From an optimization exercise on the open Yosys and OpenROAD flow, aimed at small area, a short achievable clock period and few clock cycles per item; shortcuts taken in it are not production practice. Only simulation tests tie the RTL to the original design; equivalence was not proved.

==> build 47: inputs <==
==> flow/design.v (excerpt) <==
module piecewise_cosine_curve_eval
#(
  parameter int MAX_KNOTS  = 8,
  parameter int PHASE_BITS = 10
) (
  input  logic               clk_i,
  input  logic               rst_ni,
  input  logic               in_valid_i,
  output logic               in_stall_o,
  input  logic               kind_i,
  input  logic [2:0]         knot_index_i,
  input  logic signed [15:0] knot_x_i,
  input  logic signed [15:0] knot_y_i,
  input  logic signed [15:0] query_x_i,
  output logic               out_valid_o,
  input  logic               out_stall_i,
  output logic signed [15:0] height_o,
  output logic               in_segment_o,
  input  logic               psel,
  input  logic               penable,
  input  logic               pwrite,
  input  logic [2:0]         paddr,
  input  logic [31:0]        pwdata,
  output logic [31:0]        prdata,
  output logic               pready
);
clock: 13.0 ns
lec_check: 0
cap_margin: 20
core_margin: 2
core_utilization: 40
slew_margin: 20
synth_memory_max_bits: 16384
run.sh (not shown) runs the stock make flow with config.mk's settings and CLKGATE_MAP_FILE= SYNTH_SCRIPT=/design/flow/synth_recipe.tcl, a recipe that flattens the netlist after the stock synthesis.
==> trial 67: changes against build 47 <==
--- a/flow/config.mk
+++ b/flow/config.mk
@@ -9,4 +9,3 @@
 export CORE_MARGIN = 2
 export CORE_UTILIZATION = 40
 export SLEW_MARGIN = 20
-export SYNTH_MEMORY_MAX_BITS = 16384
==> comparison table <==
Status: trial 67 stopped before the end; build 47 complete, no violations
Stage where the flow stopped: trial 67 1_2_yosys; build 47 -
YS warnings: trial 67 7; build 47 7
Testbench counts of build 47, summed over its fixed seeds: cycles 2,296, items 1,920.
Testbench counts of trial 67, summed over its fixed seeds: cycles 2,296, items 1,920.

========
==> inputs of trial 31 <==
Another version of the RTL of piecewise_cosine_curve_eval (not shown whole).
clock: 13.0 ns
lec_check: 0
cap_margin: 20
core_margin: 2
core_utilization: 40
slew_margin: 20
synth_memory_max_bits: 16384
==> inputs of build 93, as changes to trial 31 <==
--- a/flow/config.mk
+++ b/flow/config.mk
@@ -6,7 +6,7 @@
 export NUM_CORES = 4
 export LEC_CHECK = 0
-export CAP_MARGIN = 20
+export CAP_MARGIN = 50
 export CORE_MARGIN = 2
 export CORE_UTILIZATION = 40
-export SLEW_MARGIN = 20
+export SLEW_MARGIN = 70
 export SYNTH_MEMORY_MAX_BITS = 16384
==> flow_summary.ini <==
[setup_path]
crit_start = w1_q[10]
r2r_end = dr_q[0][5]
cpMaxStageDelayCell = edfxtp_1

[global_route]
antenna_found_initial = 9
grt_pass1_vias = 42900

[final_layout]
clk_share = 0.0479
drive_gt1_frac = 0.119

[run_status]
status = complete, no violations

[placement]
dp.final_hpwl_mm = 126

[detailed_routing]
drtIter0Drc = 4467
# the run above: build 93

==> flow_summary.ini <==
[setup_path]
crit_start = dp_q[4][0]

[detailed_routing]
drtIter0Drc = 4796

[run_status]
status = complete, no violations

[global_route]
grt_pass1_vias = 41800
antenna_found_initial = 12

[placement]
dp.final_hpwl_mm = 121

[final_layout]
clk_share = 0.0499
# the run above: trial 31

Testbench counts of trial 31, summed over its fixed seeds: cycles 2,320, items 1,920.
Testbench counts of build 93, summed over its fixed seeds: cycles 2,320, items 1,920.

========
==> build 40: inputs <==
Another version of the RTL of piecewise_cosine_curve_eval (not shown whole).
Settings: LEC_CHECK=0, CAP_MARGIN=50, CORE_MARGIN=2, CORE_UTILIZATION=70, CTS_CLUSTER_DIAMETER=140, CTS_CLUSTER_SIZE=26, PLACE_DENSITY=0.8, SLEW_MARGIN=70, SYNTH_MEMORY_MAX_BITS=16384; clock period 13.0 ns.
==> trial 46: changes against build 40 <==
--- a/flow/config.mk
+++ b/flow/config.mk
@@ -7,9 +7,9 @@
 export LEC_CHECK = 0
 export CAP_MARGIN = 50
 export CORE_MARGIN = 2
-export CORE_UTILIZATION = 70
+export CORE_UTILIZATION = 65
 export CTS_CLUSTER_DIAMETER = 140
 export CTS_CLUSTER_SIZE = 26
-export PLACE_DENSITY = 0.8
+export PLACE_DENSITY = 0.75
 export SLEW_MARGIN = 70
 export SYNTH_MEMORY_MAX_BITS = 16384
==> comparison table <==
quantity	build 40	trial 46
Setup clock skew after layout	32.3 ps	46.2 ps
Reg-to-reg setup timing slack	8210 ps	8250 ps
Weighted congestion reported at the end of routability-driven placement	0.959	1.01
Sum of met2 wire segment lengths after detailed routing	74700 µm	71400 µm
Tap Count	1155	1254
Maximum frequency from static timing analysis	209 MHz	210 MHz
Status	timing/DRC/antenna clean	timing/DRC/antenna clean
Gr usage total	34.9%	31.9%
Area occupied by registers	27900 µm²	27900 µm²
Worst hold slack after final layout	422 ps	395 ps
Largest net degree at the start of global routing	76	78
Crit path required time	13470 ps	13490 ps
Clock buffer and inverter area fraction after layout	1.79%	1.74%
Testbench counts of build 40, summed over its fixed seeds: cycles 2,328, items 1,920.
Testbench counts of trial 46, summed over its fixed seeds: cycles 2,328, items 1,920.

========
==> run a <==
Another version of the RTL of piecewise_cosine_curve_eval (not shown whole).
make LEC_CHECK=0 CAP_MARGIN=50 CORE_MARGIN=2 CORE_UTILIZATION=40 SLEW_MARGIN=70 SYNTH_MEMORY_MAX_BITS=16384 finish   # period 13.0 ns
==> run b: changes against run a <==
--- a/flow/design.v
+++ b/flow/design.v
@@ -5,59 +5,61 @@
   input  logic          clk_i,
   input  logic          rst_ni,
   input  logic          adv_i,
   input  logic          we_i,
   input  logic [2:0]    waddr_i,
   input  logic [15:0]   wx_i,
   input  logic [15:0]   wy_i,
-  output logic [127:0]  x_o,
+  output logic [127:0]  nx_o,
   output logic [127:0]  y_o
 );
   logic        we_q;
   logic [2:0]  waddr_q;
   logic [15:0] wx_q;
   logic [15:0] wy_q;
   always_ff @(posedge clk_i or negedge rst_ni) begin
     if (!rst_ni)    we_q <= 1'b0;
     else if (adv_i) we_q <= we_i;
   end
   always_ff @(posedge clk_i) begin
     if (adv_i) begin
       waddr_q <= waddr_i;
-      wx_q    <= wx_i;
+      wx_q    <= ~wx_i;
       wy_q    <= wy_i;
     end
   end
   for (genvar k = 0; k < 8; k++) begin : g_slot
     logic [15:0] x_q;
     logic [15:0] y_q;
     always_ff @(posedge clk_i) begin
       if (adv_i && we_q && (waddr_q == 3'(k))) begin
         x_q <= wx_q;
         y_q <= wy_q;
       end
     end
-    assign x_o[16*k +: 16] = x_q;
+    assign nx_o[16*k +: 16] = x_q;
     assign y_o[16*k +: 16] = y_q;
   end
 endmodule
 module pcc_div (
   input  logic [15:0] r_i,
-  input  logic [15:0] w_i,
+  input  logic [15:0] nw_i,
   output logic [15:0] r_o,
-  output logic [1:0]  q_o
+  output logic [1:0]  q_o,
+  output logic        z_o
 );
   logic [17:0] r4, a2;
   logic [16:0] a1, a3, cs, cc;
   assign r4 = {r_i, 2'b00};
-  assign a2 = r4 - {1'b0, w_i, 1'b0};
-  assign a1 = r4[16:0] - {1'b0, w_i};
-  assign cs = r4[16:0] ^ ~{w_i, 1'b0} ^ ~{1'b0, w_i};
-  assign cc = (r4[16:0] & ~{w_i, 1'b0}) | (r4[16:0] & ~{1'b0, w_i}) | (~{w_i, 1'b0} & ~{1'b0, w_i});
+  assign a2 = r4 + {1'b1, nw_i, 1'b1} + 18'd1;
+  assign a1 = r4[16:0] + {1'b1, nw_i} + 17'd1;
+  assign cs = r4[16:0] ^ {nw_i, 1'b1} ^ {1'b1, nw_i};
+  assign cc = (r4[16:0] & {nw_i, 1'b1}) | (r4[16:0] & {1'b1, nw_i}) | ({nw_i, 1'b1} & {1'b1, nw_i});
   assign a3 = cs + {cc[15:0], 1'b1} + 17'd1;
+  assign z_o = a2[17] && a1[16];
   always_comb begin
     if (!a2[17]) begin
       if (!a3[16]) begin
         q_o = 2'd3;
         r_o = a3[15:0];
       end else begin
         q_o = 2'd2;
@@ -1381,191 +1383,205 @@
   always_ff @(posedge clk_i) begin
     prdata_q <= paddr[2] ? {{16{base_height_q[15]}}, base_height_q} : {28'd0, knot_count_q};
   end
   assign prdata = prdata_q;
   logic         freeze_q;
   logic         adv;
   logic         take;
-  logic [127:0] kx;
+  logic [127:0] knx;
   logic [127:0] ky;
   logic         go_q;
   assign in_stall_o = !go_q;
   assign adv        = !freeze_q;
   assign take       = in_valid_i && adv;
   pcc_ram u_ram (
     .clk_i   (clk_i),
     .rst_ni  (rst_ni),
     .adv_i   (adv),
     .we_i    (in_valid_i && !kind_i),
     .waddr_i (knot_index_i),
     .wx_i    (knot_x_i),
     .wy_i    (knot_y_i),
-    .x_o     (kx),
+    .nx_o    (knx),
     .y_o     (ky)
   );
   logic        v0_q;
   logic [15:0] q0_q;
   always_ff @(posedge clk_i or negedge rst_ni) begin
     if (!rst_ni)  v0_q <= 1'b0;
     else if (adv) v0_q <= take && kind_i;
   end
   always_ff @(posedge clk_i) begin
     if (adv) q0_q <= query_x_i;
   end
+  logic [16:0] sm [8];
+  logic [7:0] gt;
+  logic [7:0] eq;
   logic [7:0] ge;
   logic [7:0] le;
   logic [6:0] hit;
   logic [6:0] first;
   always_comb begin
     for (int i = 0; i < 8; i++) begin
-      ge[i] = $signed(q0_q) >= $signed(kx[16*i +: 16]);
-      le[i] = $signed(q0_q) <= $signed(kx[16*i +: 16]);
+      sm[i] = {q0_q[15], q0_q} + {knx[16*i+15], knx[16*i +: 16]};
+      gt[i] = !sm[i][16];
+      eq[i] = &(q0_q ^ knx[16*i +: 16]);
+      ge[i] = gt[i] || eq[i];
+      le[i] = !gt[i];
     end
     for (int i = 0; i < 7; i++) begin
       hit[i] = ge[i] && le[i+1] && (knot_count_q >= 4'(i + 2));
     end
     first = hit & ~{hit[5:0] | {hit[4:0], 1'b0} | {hit[3:0], 2'b0} | {hit[2:0], 3'b0} |
                     {hit[1:0], 4'b0} | {hit[0], 5'b0}, 1'b0};
   end
   logic        v1_q;
   logic [15:0] q1_q;
   logic [6:0]  first1_q;
+  logic [6:0]  hit1_q;
   always_ff @(posedge clk_i or negedge rst_ni) begin
     if (!rst_ni)  v1_q <= 1'b0;
     else if (adv) v1_q <= v0_q;
   end
   always_ff @(posedge clk_i) begin
     if (adv) begin
       q1_q     <= q0_q;
       first1_q <= first;
+      hit1_q   <= hit;
     end
   end
-  logic [15:0] sx0, sx1, sy0, sy1;
+  logic [15:0] snx0, snx1, sy0, sy1;
+  logic [6:0]  firsty;
   always_comb begin
-    sx0 = '0;
-    sx1 = '0;
-    sy0 = '0;
-    sy1 = '0;
+    firsty = hit1_q & ~{hit1_q[5:0] | {hit1_q[4:0], 1'b0} | {hit1_q[3:0], 2'b0} |
+                        {hit1_q[2:0], 3'b0} | {hit1_q[1:0], 4'b0} | {hit1_q[0], 5'b0}, 1'b0};
+    snx0 = '0;
+    snx1 = '0;
+    sy0  = '0;
+    sy1  = '0;
     for (int i = 0; i < 7; i++) begin
-      sx0 |= {16{first1_q[i]}} & kx[16*i +: 16];
-      sx1 |= {16{first1_q[i]}} & kx[16*(i+1) +: 16];
-      sy0 |= {16{first1_q[i]}} & ky[16*i +: 16];
-      sy1 |= {16{first1_q[i]}} & ky[16*(i+1) +: 16];
+      snx0 |= {16{first1_q[i]}} & knx[16*i +: 16];
+      snx1 |= {16{first1_q[i]}} & knx[16*(i+1) +: 16];
+      sy0  |= {16{firsty[i]}} & ky[16*i +: 16];
+      sy1  |= {16{firsty[i]}} & ky[16*(i+1) +: 16];
     end
   end
   logic        v2_q, h2_q;
-  logic [15:0] ofs2_q, w2_q, ya2_q, yb2_q;
+  logic [15:0] ofs2_q, nw2_q, ya2_q, yb2_q;
   always_ff @(posedge clk_i or negedge rst_ni) begin
     if (!rst_ni)  v2_q <= 1'b0;
     else if (adv) v2_q <= v1_q;
   end
   always_ff @(posedge clk_i) begin
     if (adv) begin
-      h2_q   <= |first1_q;
-      ofs2_q <= q1_q - sx0;
-      w2_q   <= sx1 - sx0;
+      h2_q   <= |hit1_q;
+      ofs2_q <= q1_q + snx0 + 16'd1;
+      nw2_q  <= snx1 + ~snx0;
       ya2_q  <= sy0;
       yb2_q  <= sy1;
     end
   end
   logic        full2, upf2;
-  assign full2 = (ofs2_q == w2_q);
-  assign upf2  = full2 && (w2_q != '0);
+  assign full2 = &(ofs2_q ^ nw2_q);
+  assign upf2  = full2 && (nw2_q != 16'hffff);
   logic                 dv_q   [DSTG-1];
   logic                 dh_q   [DSTG-1];
   logic                 dful_q [DSTG-1];
   logic                 dupf_q [DSTG-1];
   logic [15:0]          dr_q   [DSTG-1];
-  logic [15:0]          dw_q   [DSTG-1];
+  logic [15:0]          dnw_q  [DSTG-1];
   logic [15:0]          dya_q  [DSTG-1];
   logic [15:0]          dyb_q  [DSTG-1];
   logic [2*DSTG-3:0]    dp_q   [DSTG-1];
   for (genvar g = 0; g < DSTG - 1; g++) begin : g_div
     logic              v_in, h_in, ful_in, upf_in;
-    logic [15:0]       r_in, w_in, ya_in, yb_in;
+    logic [15:0]       r_in, nw_in, ya_in, yb_in;
     logic [2*DSTG-3:0] p_in;
     logic [15:0]       r_out;
     logic [1:0]        qb;
     if (g == 0) begin : g_first
       assign v_in   = v2_q;
       assign h_in   = h2_q;
       assign ful_in = full2;
       assign upf_in = upf2;
       assign r_in   = ofs2_q;
-      assign w_in   = w2_q;
+      assign nw_in  = nw2_q;
       assign ya_in  = ya2_q;
       assign yb_in  = yb2_q;
       assign p_in   = '0;
     end else begin : g_next
       assign v_in   = dv_q[g-1];
       assign h_in   = dh_q[g-1];
       assign ful_in = dful_q[g-1];
       assign upf_in = dupf_q[g-1];
       assign r_in   = dr_q[g-1];
-      assign w_in   = dw_q[g-1];
+      assign nw_in  = dnw_q[g-1];
       assign ya_in  = dya_q[g-1];
       assign yb_in  = dyb_q[g-1];
       assign p_in   = dp_q[g-1];
     end
-    pcc_div u_div (.r_i(r_in), .w_i(w_in), .r_o(r_out), .q_o(qb));
+    pcc_div u_div (.r_i(r_in), .nw_i(nw_in), .r_o(r_out), .q_o(qb), .z_o());
     always_ff @(posedge clk_i or negedge rst_ni) begin
       if (!rst_ni)  dv_q[g] <= 1'b0;
       else if (adv) dv_q[g] <= v_in;
     end
     always_ff @(posedge clk_i) begin
       if (adv) begin
         dh_q[g]   <= h_in;
         dful_q[g] <= ful_in;
         dupf_q[g] <= upf_in;
         dr_q[g]   <= r_out;
-        dw_q[g]   <= w_in;
+        dnw_q[g]  <= nw_in;
         dya_q[g]  <= ya_in;
         dyb_q[g]  <= yb_in;
         dp_q[g]   <= (g == 0) ? {6'd0, qb} : {p_in[2*DSTG-5:0], qb};
       end
     end
   end
   localparam int L = DSTG - 2;
   logic [15:0] r_unused;
   logic [1:0]  qlast;
+  logic        qzero;
   logic [7:0]  phi;
   logic        p9;
   logic [7:0]  nhi_inc;
   logic [9:0]  pf;
   logic        up;
-  pcc_div u_div_last (.r_i(dr_q[L]), .w_i(dw_q[L]), .r_o(r_unused), .q_o(qlast));
+  pcc_div u_div_last (.r_i(dr_q[L]), .nw_i(dnw_q[L]), .r_o(r_unused), .q_o(qlast), .z_o(qzero));
   assign phi     = dp_q[L];
   assign p9      = phi[7];
   assign nhi_inc = {1'b0, ~phi[6:0]} + 8'd1;
   always_comb begin
     if (dful_q[L]) begin
       pf = 10'd0;
     end else if (p9) begin
-      pf[1:0] = ~qlast + 2'd1;
-      pf[9:2] = (qlast == 2'd0) ? nhi_inc : {1'b0, ~phi[6:0]};
+      pf[1:0] = {qlast[1] ^ qlast[0], qlast[0]};
+      pf[9:2] = qzero ? nhi_inc : {1'b0, ~phi[6:0]};
     end else begin
       pf = {1'b0, phi[6:0], qlast};
     end
   end
   assign up = dful_q[L] ? dupf_q[L] : p9;
+  logic [15:0] ybase, yfar;
+  assign ybase = up ? dyb_q[L] : dya_q[L];
+  assign yfar  = up ? dya_q[L] : dyb_q[L];
   logic        v7_q, h7_q;
   logic [9:0]  pf7_q;
   logic [16:0] d7_q;
   logic [15:0] b7_q;
   always_ff @(posedge clk_i or negedge rst_ni) begin
     if (!rst_ni)  v7_q <= 1'b0;
     else if (adv) v7_q <= dv_q[L];
   end
   always_ff @(posedge clk_i) begin
     if (adv) begin
       h7_q  <= dh_q[L];
       pf7_q <= pf;
-      d7_q  <= up ? ({dya_q[L][15], dya_q[L]} - {dyb_q[L][15], dyb_q[L]})
-                  : ({dyb_q[L][15], dyb_q[L]} - {dya_q[L][15], dya_q[L]});
-      b7_q  <= up ? dyb_q[L] : dya_q[L];
+      d7_q  <= {yfar[15], yfar} - {ybase[15], ybase};
+      b7_q  <= ybase;
     end
   end
   logic [13:0] wt;
   pcc_wrom u_wrom (.p_i(pf7_q), .w_o(wt));
   logic        v9_q, h9_q;
   logic [13:0] wt9_q;
   logic [16:0] d9_q;
CORE_UTILIZATION = 60   (was 40)
PLACE_DENSITY = 0.7   (was unset)
==> impl_metrics.tcl <==
set metrics [dict create \
    syn_nets 6404 \
    status "complete, no violations" \
    drive_above_1_share_pct 9.44 \
    start_util_pct 40.4 \
    slew_headroom_pct 65.7 \
    final_area_sq_um 70200 \
]
-- figures above: run a

==> impl_metrics.tcl <==
set metrics [dict create \
    drive_above_1_share_pct 10.0 \
    status "complete, no violations" \
    start_util_pct 60.5 \
    syn_nets 6493 \
]
-- figures above: run b

Testbench counts of run a, summed over its fixed seeds: cycles 2,328, items 1,920.
Testbench counts of run b, summed over its fixed seeds: cycles 2,328, items 1,920.

## what the ideal ports hide
No port has a modelled driver above. Below, the same layouts with a new extraction and two added sets of constraints.
Step 1: set_driving_cell puts a clkbuf_16 on clk_i and a buf_2 on each other input, an assumption about the parent block.
Step 2 adds t to the input delays and takes it off the output delays; t is the mean of the earliest and latest rising clock arrival at the registers after step 1. Input paths then give back, and output paths get back, about the clock's delay inside the block.
Three values: ideal ports, drivers, drivers and shift; two values: the first two.
run | shift t [ns] | setup slack, ns | worst setup path at the end
build 47 | 0.751 | 3.159 / 3.159 / 3.159 | register to register
trial 31 | 0.772 | 6.348 / 6.348 / 6.348 | register to register
build 93 | 0.782 | 7.346 / 7.346 / 7.345 | input to register
build 40 | 0.696 | 8.210 / 8.210 / 8.210 | register to register
trial 46 | 0.724 | 8.248 / 8.248 / 8.248 | register to register
run a | 0.793 | 8.528 / 8.488 / 8.528 | register to register
run b | 0.761 | 8.605 / 8.561 / 8.605 | register to register
After both steps every run listed still meets setup and hold. For build 93, which loses most, drivers alone change the setup slack by 0.000 ns; drivers and shift together by -0.001 ns.
